This is an optimization exercise on Yosys and OpenROAD, whose aim is small area, a short achievable clock period and few clock cycles per item, not a production implementation. In this exercise RTL edits were held to simulation tests only and were not proved equivalent to the original. Power is estimated from default activity; no workload was simulated.

Setup of job 101:
==> flow/design.v (excerpt) <==
module integer_to_radix_digits
#(
	parameter int MAX_ALPHABET = 16
) (
	input  logic                   clk,
	input  logic                   arst_n,
	input  logic                   cfg_we,
	input  logic [CFG_IDX_W-1:0]   cfg_index,
	input  logic [CFG_W-1:0]       cfg_data,
	input  logic                   in_valid,
	output logic                   in_ready,
	input  logic signed [DATA_W-1:0] value,
	output logic                   out_valid,
	input  logic                   out_ready,
	output logic [CHAR_W-1:0]      out_char,
	output logic                   last_char
);
	localparam int K  = 2;                  
	localparam int NV = 2;                  
	localparam int VW = 1;
	localparam int NS = (DATA_W + K - 1) / K;
	localparam int W  = NS * K;
	localparam int S  = 16;                 
	localparam int SW = 4;
	logic [RADIX_W-1:0] alen_q;
	logic               wlo_q;
	logic               whi_q;
	logic [CHAR_W-1:0]  ach_q [16];
	logic [15:0]        badf_q;
	function automatic logic bad_char(input logic [7:0] c);
		bad_char = c[7] || c[6:5] == 2'b00 || c == CHAR_PLUS || c == CHAR_MINUS;
	endfunction
	logic cfg_reg;
	assign cfg_reg = cfg_we && cfg_index != 2'd3;
	always_ff @(posedge clk or negedge arst_n) begin
		if (!arst_n) begin
			alen_q <= '0;
			wlo_q  <= 1'b0;
			whi_q  <= 1'b0;
		end else if (cfg_we) begin
			if (cfg_index == REG_LENGTH)
				alen_q <= cfg_data[RADIX_W-1:0];
			if (cfg_index == REG_LOW)
				wlo_q <= 1'b1;
			if (cfg_index == REG_HIGH)
  ...
==> flow/config.mk <==
export PLATFORM = sky130hd
export DESIGN_NAME = integer_to_radix_digits
export DESIGN_NICKNAME = integer_to_radix_digits
export VERILOG_FILES = /design/flow/design.v
export SDC_FILE = /design/flow/constraint.sdc
export NUM_CORES = 4
export LEC_CHECK = 0
export ABC_AREA = 1
export CAP_MARGIN = 20
export CORE_MARGIN = 2
export CORE_UTILIZATION = 50
export SETUP_SLACK_MARGIN = 3.75
export SLEW_MARGIN = 20
==> flow/constraint.sdc <==
create_clock -name core_clock -period 7.0 [get_ports {clk}]
set_input_delay 1.4000 -clock core_clock [delete_from_list [all_inputs] [get_ports {clk}]]
set_output_delay 1.4000 -clock core_clock [all_outputs]
set_load 0.01 [all_outputs]
run.sh (not shown) runs the stock make flow with config.mk's settings and CLKGATE_MAP_FILE= SYNTH_SCRIPT=/design/flow/synth_recipe.tcl, a recipe that flattens the netlist after the stock synthesis.
Job 101 went all the way through the flow, and no timing, DRC or antenna check failed.
Testbench counts of job 101, summed over its fixed seeds: cycles 10,277, values 960.
#### Input delta (job 102 over job 101)
Settings: SETUP_SLACK_MARGIN now 3.0, was 3.75; ABC_AREA no longer set, was 1; CORE_UTILIZATION now 40, was 50.
==> summary.txt <==
Compared to job 101, the routing of job 102 uses less wire.
Summary of job 102 over job 101: critical path depth went down by 8; synthesized instance count went down by 1089; number of well-tap cells placed went up by 22%; number of antenna repair diodes went up by 1.
Measured against each other, job 101 and job 102 differ in power density over the cells, the higher figure coming from job 102.
Job 102 — setup slack of the worst register-to-register path 0.73 ns lower, job 101 as reference
Against job 101, clock power in job 102 came out better.
On internal power, job 102 does better than job 101.
Area after synthesis in job 102 vs job 101: down about 3%
Diff job 101 -> job 102 | first-pass GRT wire length | down by a little under 10%

---

== run 1 ==
Starting RTL as in the previous note.
// integer_to_radix_digits
module integer_to_radix_digits
#(
	parameter int MAX_ALPHABET = 16
) (
	input  logic                   clk,
	input  logic                   arst_n,
	input  logic                   cfg_we,
	input  logic [CFG_IDX_W-1:0]   cfg_index,
	input  logic [CFG_W-1:0]       cfg_data,
	input  logic                   in_valid,
	output logic                   in_ready,
	input  logic signed [DATA_W-1:0] value,
	output logic                   out_valid,
	input  logic                   out_ready,
	output logic [CHAR_W-1:0]      out_char,
	output logic                   last_char
);
clock: 7.0 ns
lec_check: 0
cap_margin: 20
core_margin: 2
core_utilization: 40
slew_margin: 20
Testbench counts of run 1, summed over its fixed seeds: cycles 10,277, values 960.
> inputs changed (run 1 -> run 2)
- ABC_AREA: unset -> 1
- CORE_UTILIZATION: 40 -> 50
- SETUP_SLACK_MARGIN: unset -> 3.6
Findings:
- Run 1 vs run 2, combinational family with the most area after synthesis: compound AO/OA/AOI/OAI gates vs simple AND/OR/NAND/NOR gates
- Non-clock buffer instance count of the final layout ends up higher on run 2.
- From run 1 to run 2 the numbers moved as follows: total routed wirelength rose by about 9%, final non-filler cell total rose by 22%.
- In run 2, synthesized cell count is higher than in run 1.
- The power share of the combinational group in run 2 sits 2.8 points above the value recorded for run 1.
- Run 2 gives more global router's overall resource usage than run 1 did.
- The number of vias after detailed routing in run 1 is 0.830 times that in run 2.
--- input diff run 2..run 3 ---
- SETUP_SLACK_MARGIN now 3.9, was 3.6
### Flow results
- Run 2 completed; timing, DRC and antenna clean
- Run 3 | stages: all done | timing, DRC, antenna: all pass
- The timing endpoint of the critical path comes out svi_q[4] in one run and x_q[12][1] in the other, namely in run 2 and run 3 respectively.
- Diff run 2 -> run 3: combinational power moved up; met2 wire length now sits higher.
- Comparing run 3 and run 2, the lower minimum setup slack after placement is on run 2.
- [compare] base=run 2 new=run 3: layout net count rose 5.7%, met2 routing resource usage after global routing picked up an extra 4.2 points.
- In the tables for run 3 and run 2, leakage power of the design reads higher with run 3.
- Run 3 vs. run 2: wire length reported by the detailed router went up by about 9%, cell count along the critical path went up by 12, global routing met3 resource utilization went up by 0.53 points.
- Changes observed in run 3 relative to run 2: relative contribution of combinational cells to total power rose by 7.8 points, total power picked up an extra 22%.
Edits applied to the flow inputs when going from run 3 to run 4:
- changing SETUP_SLACK_MARGIN from 3.9 to 3.3
Findings:
- When run 4 is set beside run 3, its via count of the first global-routing pass turns out to be about 7% smaller.
- The slack of the critical path in run 4 sits 190 ps below the value recorded for run 3.
- On post-synthesis xor/xnor area fraction, run 4 tracks run 3 almost exactly.
- The relative contribution of the clock network to total power of run 4 is higher than that of run 3.
- From run 3 to run 4 the numbers moved as follows: number of buffers created by CTS now smaller; total power of the final layout now smaller; clock tree cell share of total cell area now larger.
Edits applied to the flow inputs when going from run 4 to run 5:
- removing ABC_AREA (formerly 1)
- changing SETUP_SLACK_MARGIN from 3.3 to 3.6
- Looking at smallest setup slack after layout across both flows, run 5 is the weaker of the two, with run 4 ahead.
- Via count shrinks by a little under 10% when moving from run 4 to run 5.
- Delta (run 5 minus run 4): final critical-path share of the clock period climbed 7.2 points; largest net degree at the start of global routing moved up.
The following lists how run 6 was set up differently from run 5:
- ABC_AREA: unset -> 1
- CORE_UTILIZATION: 50 -> 60
==> comparison <==
On sequential element share of the synthesized area: between run 6 and run 5, it ends up higher for run 5. Cmp run 6 and run 5 / cell area / lower: run 6. Per the comparison of run 6 with run 5, met1 track demand over resource in global routing +4.2 points, worst setup slack now larger, placer congestion estimate climbed about 0.6%.

---

Setup of job 5661:
integer_to_radix_digits again, from the RTL that the note above started with.
clock: 7.0 ns
lec_check: 0
abc_area: 1
cap_margin: 20
core_margin: 2
core_utilization: 60
place_density: 0.75
setup_slack_margin: 3.0
slew_margin: 20
Testbench counts of job 5661, summed over its fixed seeds: cycles 10,277, values 960.
Edits applied to the flow inputs when going from job 5661 to job 4207:
Settings: SETUP_SLACK_MARGIN: 3.0 -> 3.5; ABC_AREA: 1 -> unset; PLACE_DENSITY: 0.75 -> unset; CORE_UTILIZATION: 60 -> 40.
Results
Job 4207 against job 5661: leakage component of the power decreased about 8%; overall power of the completed layout +3.0 mW; register fraction of the total cell area went down by 2.8 points. The largest family of logic cells by synthesized area comes out simple AND/OR/NAND/NOR gates in one run and compound AO/OA/AOI/OAI gates in the other, namely in job 5661 and job 4207 respectively. Job 4207 vs job 5661, met2 wire length went up by 1.7 mm. Job 5661 reports its critical path startpoint as scan_q$_DFF_PN0_ while job 4207 reports nd16_q$_DFF_P_. Between job 5661 and job 4207, sum of routed wire length over all layers increased. Share of the clock period used by the worst path: job 4207 and job 5661 compared, lower one is job 5661.
--- input diff job 4207..job 5024 ---
Settings: swapping 3.5 for 3.0 in SETUP_SLACK_MARGIN; putting ABC_AREA at 1 where nothing was set.
Results
From job 4207 to job 5024 the numbers moved as follows: power decreased 16%; overall die height increased 1.5%; final setup slack of the worst path increased 65 ps; total die area increased about 3%.
Modified inputs, job 8357 compared to job 5024
Settings: a change of CORE_UTILIZATION from 40 to 50; a change of SETUP_SLACK_MARGIN from 3.0 to 3.45.
==> summary.txt <==
Diff job 5024 -> job 8357 | met2 usage | increase of 8.6 points. Re total stage count of the critical path: job 8357 and job 5024 aren't equal, and the higher value belongs to job 8357. Job 8357 vs. job 5024: post-placement cell count now smaller, part of the total power dissipated in combinational logic moved up, sequential share of layout area shows a reduction of 0.49 points. Of job 8357 and job 5024, the run reporting the higher post-layout utilization of the core was job 8357. Power spent charging and discharging nets | job 8357 above job 5024. Die footprint (job 8357 vs. job 5024) decreases by more than 10%. As of job 8357, first-iteration DRC count had risen slightly compared to job 5024.

afterwards: timing with drivers on the ports:
The results above use ideal ports. As a check the final layouts listed here were re-extracted and re-timed, cells and wires unchanged. Step 1 assumes that a clkbuf_16 drives the clock port and a buf_2 every other input. Step 2, shift: input delay + t, output delay - t, t = (earliest + latest rising clock arrival at the registers) / 2. This alone moves slack from input paths to output paths. Slacks: ideal / step 1 / step 2; pairs: ideal / step 1.
run | t, ns | setup WS [ns] | worst setup path after step 2 | latest minus earliest clock arrival (ns)
job 101 | 0.706 | 3.736 / 3.736 / 3.189 | input to register | 0.061 / 0.060
job 102 | 0.682 | 3.002 / 3.002 / 2.580 | input to register | 0.042 / 0.042
run 1 | 0.708 | 1.724 / 1.724 / 1.724 | register to register | 0.027 / 0.027
run 2 | 0.712 | 3.720 / 3.700 / 3.115 | input to register | 0.024 / 0.023
run 3 | 0.704 | 3.606 / 3.606 / 3.381 | input to register | 0.022 / 0.023
run 4 | 0.708 | 3.411 / 3.345 / 2.892 | input to register | 0.024 / 0.024
run 5 | 0.708 | 2.904 / 2.904 / 2.904 | register to register | 0.037 / 0.038
run 6 | 0.695 | 3.616 / 3.616 / 3.086 | input to register | 0.035 / 0.035
job 5661 | 0.689 | 3.129 / 3.129 / 2.736 | input to register | 0.027 / 0.027
job 4207 | 0.725 | 3.049 / 3.049 / 2.900 | input to register | 0.066 / 0.066
job 5024 | 0.688 | 3.114 / 3.109 / 2.795 | input to register | 0.047 / 0.047
job 8357 | 0.708 | 3.580 / 3.580 / 2.982 | input to register | 0.025 / 0.025
After both steps every run listed still meets setup and hold. For run 2, which loses most, drivers alone change the setup slack by -0.020 ns; drivers and shift together by -0.605 ns.
